What follows belongs to an exercise in optimizing a design on an open flow for small area and a short achievable clock period; a production flow would make more cautious choices. For this run, only the layout was checked, not whether the RTL still works.

### flow/run.sh
#!/bin/bash
# The standard layout (the standard.sh), with buf_4 cells as the port
# buffers instead of the delay cells buffer_ports picks by default.
set -euo pipefail
export BUFFER_PORTS_ARGS="-buffer_cell sky130_fd_sc_hd__buf_4"
bash standard.sh > standard.log 2>&1
### standard.sh
#!/bin/bash
# synth_recipe.tcl (not shown) runs the flow's synth.tcl, then flattens the netlist and writes it again
# the make line also repeats each setting of config.mk as NAME=value (left out here)
make -C /OpenROAD-flow-scripts/flow DESIGN_CONFIG=/design/flow/config.mk WORK_HOME=/design/flow/orfs CLKGATE_MAP_FILE= SYNTH_SCRIPT=/design/flow/synth_recipe.tcl "${@:-finish}"
### config.mk
export PLATFORM = sky130hd
export DESIGN_NAME = invaders_top
export DESIGN_NICKNAME = invaders_top
export VERILOG_FILES = /design/flow/design.v
export SDC_FILE = /design/flow/constraint.sdc
export NUM_CORES = 4
export LEC_CHECK = 0
export ABC_AREA = 1
export CAP_MARGIN = 20
export CORE_MARGIN = 2
export CORE_UTILIZATION = 40
export CTS_BUF_LIST = sky130_fd_sc_hd__clkbuf_4 sky130_fd_sc_hd__clkbuf_8
export SETUP_SLACK_MARGIN = 3.4
export SLEW_MARGIN = 20
### design.v
`default_nettype none
package invaders_pkg;
    typedef logic [9:0] coord_t;
    typedef struct packed {
        coord_t x;
        coord_t y;
    } pos_t;
    typedef struct packed {
        logic       game_over;
        logic       game_win;
        logic [1:0] lives;
    } status_t;
    localparam int SCREEN_WIDTH  = 640;
    localparam int SCREEN_HEIGHT = 480;
    localparam int   ALIEN_W         = 16;
    localparam int   ALIEN_H         = 16;
    localparam int   ALIEN_H_SPACING = 60;
    localparam int   ALIEN_V_SPACING = 45;
    localparam pos_t ALIEN_START     = {10'd50, 10'd50};
    localparam int   ALIEN_STEP      = 2;
    localparam int   ALIEN_DROP      = 20;
    localparam int     SHIP_W       = 16;
    localparam int     SHIP_H       = 30;
    localparam coord_t SHIP_Y       = 10'd440;
    localparam coord_t SHIP_START_X = 10'd320;
    localparam int     ROCKET_W     = 7;
    localparam int     ROCKET_H     = 3;
    localparam int     ROCKET_SPEED = 2;
    localparam int     LASER_W      = 7;
    localparam int     LASER_H      = 3;
    localparam int     LASER_SPEED  = 1;
    localparam logic [5:0]  EXPLOSION_TICKS = 6'd35;
    localparam logic [1:0]  START_LIVES     = 2'd3;
    localparam logic [7:0]  POINTS_PER_KILL = 8'd10;
    localparam logic [7:0]  START_PERIOD    = 8'd8;
    localparam logic [15:0] LFSR_SEED       = 16'hACE1;
    localparam logic [2:0] REG_CONTROL    = 3'd0;
    localparam logic [2:0] REG_STATUS     = 3'd1;
    localparam logic [2:0] REG_SCORE      = 3'd2;
    localparam logic [2:0] REG_HIGH_SCORE = 3'd3;
    localparam logic [2:0] REG_SHIP_X     = 3'd4;
    localparam logic [2:0] REG_ALIVE      = 3'd5;
endpackage
`default_nettype wire
`timescale 1ns/1ps
`default_nettype none
module invaders_top #(
    parameter int ALIEN_COLS = 6,
    parameter int ALIEN_ROWS = 3
) (
    input  wire logic        clk,
    input  wire logic        reset,
    input  wire logic        frame_tick,
    input  wire logic        fire,
    input  wire logic        left,
    input  wire logic        right,
    input  wire logic        wb_cyc,
    input  wire logic        wb_stb,
    input  wire logic        wb_we,
    input  wire logic [2:0]  wb_adr,
    input  wire logic [31:0] wb_dat_w,
    output logic [31:0]      wb_dat_r,
    output logic             wb_ack
);
    localparam logic [5:0] EXP_START = 6'd1;     
    localparam logic [5:0] EXP_DONE  = 6'd11;    
    function automatic logic ge_c(input logic [9:0] a, input logic [9:0] k);
        ge_c = 1'b1;
        for (int i = 0; i < 10; i++)
            ge_c = k[i] ? (a[i] && ge_c) : (a[i] || ge_c);
    endfunction
    function automatic logic le_c(input logic [9:0] a, input logic [9:0] k);
        le_c = 1'b1;
        for (int i = 0; i < 10; i++)
            le_c = k[i] ? (!a[i] || le_c) : (!a[i] && le_c);
    endfunction
    function automatic logic win(input logic [9:0] a, input logic [9:0] lo, input logic [9:0] hi);
        win = (lo <= hi) ? (ge_c(a, lo) && le_c(a, hi)) : (ge_c(a, lo) || le_c(a, hi));
    endfunction
    function automatic logic [10:0] carries(input logic [9:0] a, input logic [9:0] b, input logic cin);
        logic [9:0] g, p, gg, pp, gn, pn;
        g  = a & b;
        p  = a ^ b;
        gg = g;
        pp = p;
        gg[0] = g[0] | (p[0] & cin);
        for (int d = 1; d < 10; d = d * 2) begin
            gn = gg;
            pn = pp;
            for (int i = d; i < 10; i++) begin
                gn[i] = gg[i] | (pp[i] & gg[i-d]);
                pn[i] = pp[i] & pp[i-d];
            end
            gg = gn;
            pp = pn;
        end
        carries = {gg, cin};
    endfunction
    function automatic logic [9:0] add(input logic [9:0] a, input logic [9:0] b, input logic cin);
        logic [10:0] c;
        c   = carries(a, b, cin);
        add = a ^ b ^ c[9:0];
    endfunction
    function automatic logic [9:0] incdec(input logic [9:0] x, input logic dec);
        for (int i = 0; i < 10; i++)
            incdec[i] = x[i] ^ (dec ? ~|(x & ((10'd1 << i) - 10'd1)) : &(x | ~((10'd1 << i) - 10'd1)));
    endfunction
    function automatic logic [7:0] score_of(input logic [2:0] q, input logic [1:0] r);
        score_of = {q, 5'b0} - {4'b0, q, 1'b0} + {3'b0, r, 3'b0} + {5'b0, r, 1'b0};
    endfunction
    function automatic logic [63:0] move_table();
        for (int i = 0; i < 64; i++) move_table[i] = (i % 8) + (i / 8) >= 7;
    endfunction
    localparam logic [63:0] MOVE_T = move_table();
    logic        run, restart;
    logic [17:0] dat;
    logic        game_over, game_win;
    logic [1:0]  lives;
    logic [2:0]  kq, hq;         
    logic [1:0]  kr, hr;         
    logic        dir_right;
    logic [2:0]  count;
    logic [8:0]  fx;             
    logic [4:0]  fn;             
    logic [5:0]  at_edge;        
    logic [17:0] alive;
    logic [9:0]  ship_x;
    logic [5:0]  explode;
    logic        ra;             
    logic [9:0]  drx;            
    logic [5:0]  col_hit;        
    logic [5:0]  ra_;            
    logic [3:0]  rb;             
    logic        la;             
    logic [9:0]  lo;             
    logic        ovl_x;          
    logic [4:0]  la_;            
    logic [4:0]  lb;             
    logic [15:0] lfsr;
    logic [2:0]  scol;
    logic [1:0]  srow;
    logic req, step;
    assign req  = wb_cyc && wb_stb && !wb_ack;
    assign step = frame_tick && run && !game_over && !game_win;
    logic [7:0]  score, high_score;
    logic [17:0] read_data;
    assign score      = score_of(kq, kr);
    assign high_score = score_of(hq, hr);
    always_comb begin
        case (wb_adr)
            3'd0:    read_data = {17'b0, run};
            3'd1:    read_data = {14'b0, game_over, game_win, lives};
            3'd2:    read_data = {10'b0, score};
            3'd3:    read_data = {10'b0, high_score};
            3'd4:    read_data = {8'b0, ship_x};
            3'd5:    read_data = alive;
            default: read_data = '0;
        endcase
    end
    always_ff @(posedge clk) dat <= read_data;
    assign wb_dat_r = {14'b0, dat};
    always_ff @(posedge clk or posedge reset) begin
        if (reset) begin
            run     <= 1'b0;
            wb_ack  <= 1'b0;
            restart <= 1'b0;
        end else begin
            wb_ack  <= req;
            restart <= 1'b0;
            if (req && wb_we && wb_adr == 3'd0) begin
                run     <= wb_dat_w[0];
                restart <= wb_dat_w[1];
            end
        end
    end
    logic [5:0] col_live;
    logic [2:0] row_live;
    always_comb begin
        for (int c = 0; c < 6; c++)
            col_live[c] = alive[c] | alive[6+c] | alive[12+c];
        for (int r = 0; r < 3; r++)
            row_live[r] = |alive[r*6 +: 6];
    end
    logic hit_edge;
    assign hit_edge = |(col_live & at_edge);
    logic bottom_reached;
    assign bottom_reached = (row_live[2] && fn >= 5'd12)
                         || (row_live[1] && fn >= 5'd14)
                         || (row_live[0] && fn >= 5'd17);
    logic move;
    assign move = MOVE_T[{kq, count}];
    logic fmove, fdrop;
    assign fmove = move && !hit_edge;            
    assign fdrop = move && hit_edge;             
    logic [8:0] fx_inc, fx_dec, fx_n;
    logic       dir_n;
    logic [5:0] edge_move, edge_drop, at_edge_n;
    assign fx_inc = 9'(incdec(10'(fx), 1'b0));
    assign fx_dec = 9'(incdec(10'(fx), 1'b1));
    always_comb begin
        fx_n  = fmove ? (dir_right ? fx_inc : fx_dec) : fx;
        dir_n = dir_right ^ fdrop;
        for (int c = 0; c < 6; c++) begin
            edge_move[c] = dir_right ? (fx == 9'(312 - 30*c - 1)) : (fx == 9'(512 - 30*c + 1));
            edge_drop[c] = dir_right ? (fx == 9'(512 - 30*c))     : (fx == 9'(312 - 30*c));
        end
        at_edge_n = !move ? at_edge : (hit_edge ? edge_drop : edge_move);
    end
    logic [2:0]  row_hit;
    logic [17:0] hit_vec;
    logic        kill;
    always_comb begin
        row_hit[0] = (ra_ == 6'd2 && rb >= 4'd4) || (ra_ == 6'd3 && rb <= 4'd2);
        row_hit[1] = (ra_ == 6'd4 && rb >= 4'd6) || (ra_ == 6'd5 && rb <= 4'd4);
        row_hit[2] = (ra_ == 6'd6 && rb >= 4'd9) || (ra_ == 6'd7 && rb <= 4'd7);
        for (int r = 0; r < 3; r++)
            for (int c = 0; c < 6; c++)
                hit_vec[r*6+c] = alive[r*6+c] && col_hit[c] && row_hit[r];
    end
    assign kill = ra && (|hit_vec);              
    logic r_top;
    always_comb begin
        logic [5:0] a, b;
        a = ra_;
        b = {1'b0, fn};
        r_top = (rb == 4'd0);
        for (int i = 0; i < 6; i++)
            if ((a[i] ^ b[i]) != ((i == 0) ? 1'b0 : (a[i-1] | b[i-1]))) r_top = 1'b0;
    end
    logic       f_right, f_left;
    logic [9:0] rs, drx_n;
    logic [5:0] col_hit_n;
    assign f_right = step && fmove && dir_right;
    assign f_left  = step && fmove && !dir_right;
    always_comb begin
        rs = ra ? drx : add(ship_x, ~{fx, 1'b0}, 1'b1);
        drx_n[0] = rs[0];
        for (int i = 1; i < 10; i++)
            drx_n[i] = rs[i] ^ ((f_left  && &(rs[9:1] | ~((9'd1 << (i-1)) - 9'd1)))
                             || (f_right && ~|(rs[9:1] & ((9'd1 << (i-1)) - 9'd1))));
        for (int c = 0; c < 6; c++)
            col_hit_n[c] = f_right ? win(drx, 10'(60*c - 8),  10'(60*c + 13))
                         : f_left  ? win(drx, 10'(60*c - 12), 10'(60*c + 9))
                         :           win(drx, 10'(60*c - 10), 10'(60*c + 11));
    end
    logic [5:0] ra_s, ra_n;
    logic [3:0] rb_n;
    always_comb begin
        if (ra) begin
            rb_n = (rb == 4'd0) ? 4'd9 : rb - 4'd1;
            ra_s = (rb == 4'd0) ? ra_ - 6'd1 : ra_;
        end else begin
            rb_n = 4'd8;
            ra_s = 6'd21 - {1'b0, fn};
        end
        ra_n = fdrop ? ra_s - 6'd1 : ra_s;
    end
    logic       can_shoot;
    logic [2:0] col_alive;
    always_comb begin
        for (int r = 0; r < 3; r++) col_alive[r] = alive[r*6 + int'(scol)];
        case (srow)
            2'd0:    can_shoot = col_alive[0] && !col_alive[1] && !col_alive[2];
            2'd1:    can_shoot = col_alive[1] && !col_alive[2];
            default: can_shoot = col_alive[2];
        endcase
    end
    logic [9:0] shoot_lo;
    logic [4:0] shoot_a, shoot_b;
    logic [9:0] shoot_k;
    always_comb begin
        case (scol)
            3'd0:    shoot_k = 10'(-11);
            3'd1:    shoot_k = 10'd49;
            3'd2:    shoot_k = 10'd109;
            3'd3:    shoot_k = 10'd169;
            3'd4:    shoot_k = 10'd229;
            default: shoot_k = 10'd289;
        endcase
    end
    assign shoot_lo = add({fx, 1'b0}, shoot_k, 1'b0);
    assign shoot_a  = fn + 5'(3 + 2 * int'(srow));
    assign shoot_b  = 5'(6 + 5 * int'(srow));
    logic       ship_r, ship_l, s_right, s_left;
    logic [9:0] dl;
    logic       ovl_x_n, overlap_y, ship_hit;
    assign ship_r  = right && !ge_c(ship_x, 10'd623);
    assign ship_l  = !right && left && ge_c(ship_x, 10'd2);
    assign s_right = step && ship_r;
    assign s_left  = step && ship_l;
    assign dl      = add(ship_x, ~lo, 1'b1);
    assign ovl_x_n = s_right ? win(dl, 10'(-1), 10'd20)
                   : s_left  ? win(dl, 10'd1, 10'd22)
                   :           win(dl, 10'd0, 10'd21);
    assign overlap_y = (la_ == 5'd21 && lb >= 5'd18) || la_ == 5'd22 || (la_ == 5'd23 && lb <= 5'd9);
    assign ship_hit  = la && ovl_x && overlap_y;   
    logic laser_end;                             
    assign laser_end = la_ >= 5'd24 || (la_ == 5'd23 && lb >= 5'd17);
    always_ff @(posedge clk or posedge reset) begin
        if (reset) begin
            lfsr <= 16'hACE1;
        end else if (restart) begin
            lfsr <= 16'hACE1;
        end else begin
            lfsr <= {lfsr[14:0], lfsr[15] ^ lfsr[13] ^ lfsr[12] ^ lfsr[10]};
        end
    end
    always_ff @(posedge clk or posedge reset) begin
        if (reset) begin
            hq <= '0;
            hr <= '0;
        end else if ({kq, kr} > {hq, hr}) begin
            hq <= kq;
            hr <= kr;
        end
    end
    always_ff @(posedge clk or posedge reset) begin
        if (reset) begin
            game_over <= 1'b0;
            game_win  <= 1'b0;
            lives     <= 2'd3;
            kq        <= '0;
            kr        <= '0;
        end else if (restart) begin
            game_over <= 1'b0;
            game_win  <= 1'b0;
            lives     <= 2'd3;
            kq        <= '0;
            kr        <= '0;
        end else begin
            if (step && kill) begin
                if (kr == 2'd2) begin
                    kr <= 2'd0;
                    kq <= kq + 3'd1;
                end else begin
                    kr <= kr + 2'd1;
                end
            end
            if (step && ship_hit && lives != 2'd0) lives <= lives - 2'd1;
            if (lives == 2'd0 || bottom_reached) game_over <= 1'b1;
            if (alive == '0) game_win <= 1'b1;
        end
    end
    always_ff @(posedge clk or posedge reset) begin
        if (reset) begin
            fx        <= 9'd25;
            fn        <= '0;
            dir_right <= 1'b1;
            at_edge   <= '0;
            count     <= '0;
            alive     <= '1;
        end else if (restart) begin
            fx        <= 9'd25;
            fn        <= '0;
            dir_right <= 1'b1;
            at_edge   <= '0;
            count     <= '0;
            alive     <= '1;
        end else if (step) begin
            if (ra) alive <= alive & ~hit_vec;
            fx        <= fx_n;
            dir_right <= dir_n;
            at_edge   <= at_edge_n;
            if (fdrop) fn <= fn + 5'd1;
            count     <= move ? 3'd0 : count + 3'd1;
        end
    end
    always_ff @(posedge clk or posedge reset) begin
        if (reset) begin
            ship_x  <= 10'd320;
            explode <= EXP_DONE;
            ra      <= 1'b0;
        end else if (restart) begin
            ship_x  <= 10'd320;
            explode <= EXP_DONE;
            ra      <= 1'b0;
        end else if (step) begin
            if (ship_r || ship_l) ship_x <= incdec(ship_x, ship_l);
            if (ship_hit) explode <= EXP_START;
            else if (explode != EXP_DONE) explode <= {explode[4:0], explode[5] ^ explode[4]};
            if (kill) ra <= 1'b0;
            else if (ra) begin
                if (r_top) ra <= 1'b0;
            end else if (fire && explode == EXP_DONE) ra <= 1'b1;
        end
    end
    always_ff @(posedge clk) begin
        drx     <= drx_n;
        col_hit <= col_hit_n;
        ovl_x   <= ovl_x_n;
        if (step) begin
            ra_ <= ra_n;
            rb  <= rb_n;
        end
    end
    always_ff @(posedge clk or posedge reset) begin
        if (reset) begin
            la   <= 1'b0;
            scol <= '0;
            srow <= '0;
        end else if (restart) begin
            la   <= 1'b0;
            scol <= '0;
            srow <= '0;
        end else if (step) begin
            if (ship_hit) la <= 1'b0;
            else if (la) begin
                if (laser_end) la <= 1'b0;
            end else begin
                if (can_shoot && lfsr[0]) la <= 1'b1;
                if (scol == 3'd5) begin
                    scol <= '0;
                    srow <= (srow == 2'd2) ? 2'd0 : srow + 2'd1;
                end else begin
                    scol <= scol + 3'd1;
                end
            end
        end
    end
    always_ff @(posedge clk) begin
        if (step) begin
            if (la) begin
                if (lb == 5'd19) begin
                    lb  <= '0;
                    la_ <= la_ + 5'd1;
                end else begin
                    lb  <= lb + 5'd1;
                end
            end else begin
                lo  <= shoot_lo;
                la_ <= shoot_a;
                lb  <= shoot_b;
            end
        end
    end
endmodule
`default_nettype wire
### constraint.sdc
create_clock -name core_clock -period 6.0 [get_ports {clk}]
set_input_delay 1.2000 -clock core_clock [delete_from_list [all_inputs] [get_ports {clk}]]
set_output_delay 1.2000 -clock core_clock [all_outputs]
set_load 0.01 [all_outputs]
==> run summary <==
[kinds of logic after synthesis]
kind of cell               share of synthesized area [%]
adders and majority gates                           9.92
and+or+nand+nor                                     29.2
xor gates and xnor gates                            3.59
DFF                                                 34.6
other                                             0.0320
buffers and inverters                               10.6
muxes                                             0.0962
AOI/OAI and AO/OA                                   12.0
[synth_stat cells, types with 17 or more instances]
cell / instances
nand2_1: 400
inv_1: 248
nand3_1: 150
nor2_1: 138
o21ai_0: 106
ha_1: 88
dfrtp_1: 61
a21oi_1: 57
dfstp_2: 37
dfxtp_1: 34
xor2_1: 32
nor3_1: 30
edfxtp_1: 29
clkbuf_1: 22
nand4_1: 21
buf_4: 17
[final cells by class]
cell class              instances  area share [%]
clock inverters                15            1.12
repair buffers                 59            3.45
clock buffers                  17            1.80
inverters                     260            7.69
flip-flops and latches        161            31.3
well taps                     384            3.71
multi-input cells            1182            50.9
[worst register-to-register path, stage by stage, from the launching register on]
cell,delay [ns]
dfrtp_2,0.43
buf_4,0.18
a21oi_1,0.29
ha_1,0.25
inv_1,0.06
fa_1,0.39
o211ai_1,0.28
nand2_1,0.09
a21oi_1,0.15
nor2_1,0.07
xnor2_1,0.12
[stage by stage]
stage | setup WS [ns] | hold slack, ns
6_report | 3.48 | 0.443
2_1_floorplan | 3.26 | 0.410
5_1_grt | 3.30 | 0.451
3_5_place_dp | 2.86 | 0.427
3_3_place_gp | 2.86 | 0.411
4_1_cts | 3.27 | 0.451
[flip-flops by register name, summed over array words and instances (netlist names), 9 cells and up]
signal	flops
alive	18
dat	18
drx	9
fx	9
lfsr	16
lo	9
ship_x	10
[how the worst max path moves through the flow]
stage / from / end / slack [ns] / depth (start not counted)
final: scol[2] / lo[8] / 3.48 / 10
after global routing: scol[1] / lo[9] / 3.30 / 15
after CTS: scol[0] / lo[9] / 3.27 / 15
after detailed placement: scol[2] / lo[9] / 2.86 / 14
after global placement: scol[2] / lo[9] / 2.86 / 14
after floorplan: frame_tick / srow[0] / 3.26 / 10
[repair_timing]
item,4_1_cts,5_1_grt
setup endpoints to repair,14,20
hold buffers,0,0
gates cloned,0,0
pin swaps,0,3
resized for setup,11,25
setup buffers,1,21
hold endpoints to repair,0,0
[routing by layer]
layer | global-route usage, % | routed length (um) | vias up
met5 | 0 | 0 | -
met4 | 6.15 | 602 | 0
met3 | 3.35 | 1580 | 39
met2 | 32.1 | 13800 | 276
met1 | 28.1 | 14700 | 4922
li1 | - | - | 5408
[power groups by stage]
stage	Clock, mW	Sequential, mW	Combinational (mW)
after floorplan	0	1.34	0.568
after global placement	0	1.37	0.709
after detailed placement	0	1.37	0.722
after CTS	0.804	1.35	0.729
after global routing	0.853	1.37	0.857
final	0.785	1.35	0.749
==> results_dict.tcl <==
set metrics [dict create \
    layout_min_cycle_time_ns 2.52 \
    status "timing/DRC/antenna clean" \
    holdPathStages 1 \
    drive_above_1_share_pct 12.7 \
    place.gp.congestion 0.908 \
    tritoncts "yes" \
    critPathCaptureType "register" \
    diodes 0 \
    slew_headroom_pct 40.0 \
    antenna_found_initial 0 \
    cts_root_buf "clkbuf_8" \
    hold_viol 0 \
    grt_pass1_wl_mm 49.7 \
    grt_max_degree 61 \
    p_leak_nw 6.55 \
    grt.total_usage_pct 20.2 \
    setup_viol 0 \
    die_height_um 175 \
    row_count 62 \
    drtPass1Iterations 5 \
    crit_buf_inv 2 \
    final_nets 1816 \
    p_per_area_mw_per_mm2 223 \
    hp-start "lfsr[9]" \
    drc 0 \
    post-synth-top-area-cell "dfrtp_1" \
    path_class "reg -> reg" \
    drtAntennaViolNets 0 \
    reg2reg_from "scol[2]" \
    synth_area_per_cell_sq_um 7.14 \
    swShare_pct 36.3 \
    power_frac_comb_pct 25.9 \
    internal_power_mw 1.84 \
    rsz0062_at_grt "true" \
    synthArstFlopShare_pct 60.9 \
    dp_hpwl_mm 23.1 \
    most-common-layout-cells "395 x nand2_1, 238 x inv_1, 146 x nand3_1" \
    path_common_cell "a21oi_1" \
    yosysWarnings 1 \
    dieArea_sq_mm 0.0306 \
    worstPathCellList "buf_4 > a21oi_1 > ha_1 > inv_1 > fa_1 > o211ai_1 > nand2_1 > a21oi_1 > nor2_1 > xnor2_1" \
    routed_wl_mm 30.6 \
    drt_iter0_markers 809 \
    vdd_drop_max_v 0.000130 \
    core_sq_mm 0.0288 \
    synth_top_cell_area_share_pct 13.0 \
    worstHoldPathType "reg -> reg" \
    cts_sinks 161 \
    tns_ns 0 \
    worst-r2r-setup-slack_ns 3.48 \
    grt_pass1_vias 9765 \
    synthCells 1640 \
    r2r_cells 10 \
    htreeDepth 4 \
    cp_max_fo 10 \
    wl_per_cell_um 14.7 \
    synth_cell_type_count 56 \
    grt-ovfl-total 0 \
    initial_core_util_pct 40.7 \
    cp.arrival_ns 2.75 \
    placed_area_sq_mm 0.0123 \
    r2r-end "lo[8]" \
    power_frac_clock_pct 27.2 \
    layout-area-overhead-vs-synth_pct 10.8 \
    multi_input_area_sq_mm 0.00660 \
    seqPwrFrac_pct 46.9 \
    stdcell_area_sq_mm 0.0130 \
    fmax_mhz 397 \
    p_total_mw 2.89 \
    max_cap_violations 0 \
    ys_top_cells_by_area "dfrtp_1 13%, nand2_1 13%, ha_1 9.4%" \
    clk_path_buf_depth 2 \
    viasPerCell 5.12 \
    seq_area_sq_mm 0.00406 \
    synth_seq_cells 161 \
    fin_util_pct 45.0 \
    io_buffers 32 \
    cts_made_buffers 17 \
    max_stage_delay_ns 0.43 \
    via_count 10600 \
    synth_area_sq_mm 0.0117 \
    ys_seq_area_share_pct 34.6 \
    ioPinCount 77 \
    cpLargestDelayFamily "compound AO/OA/AOI/OAI gates" \
    timing.final.max_slew_violations 0 \
    crit_path_start_kind "register" \
    placed_cells 2024 \
    stdcell_count 2078 \
    post-route-period-util_pct 42.0 \
    worstSkewPairLatency_ns 0.47 \
    mostFrequentLayoutCell "nand2_1" \
    die_x_um 175 \
    cp_data_required_time_ns 6.23 \
    worst_pin_slew_ns 0.898 \
    min_to "lfsr[10]" \
    synth_ff_type "dfrtp_1" \
    cts.clk_slew.worst_paths_ns 0.11 \
    crit_slowest_cell "dfrtp_2" \
    p_sw_mw 1.05 \
    synth_edf_count 29 \
    fillers 2918 \
    final.setup_skew_ns 0.0148 \
]

[separate check: timing with driven ports]
The flow's constraints put no driver on any port. The routed layout listed below was extracted and timed again, unchanged, in two steps. Step 1, drivers: a clkbuf_16 drives clk and a buf_2 each remaining input, both assumed. Step 2, shift: input delay + t, output delay - t, t = (earliest + latest rising clock arrival at the registers) / 2. This alone moves slack from input paths to output paths. Slacks: ideal / step 1 / step 2; pairs: ideal / step 1.
shift t [ns]: 0.510
slack for setup (ns): 3.481 / 3.481 / 3.049
hold slack, ns: 0.443 / 0.443 / 0.443
slew at the worst register clock pin (ns): 0.11 / 0.11
worst data-port slew with drivers (ns): 0.04
After both steps setup and hold are still met in this run. For this run, drivers alone change the setup slack by 0.000 ns; drivers and shift together by -0.432 ns.
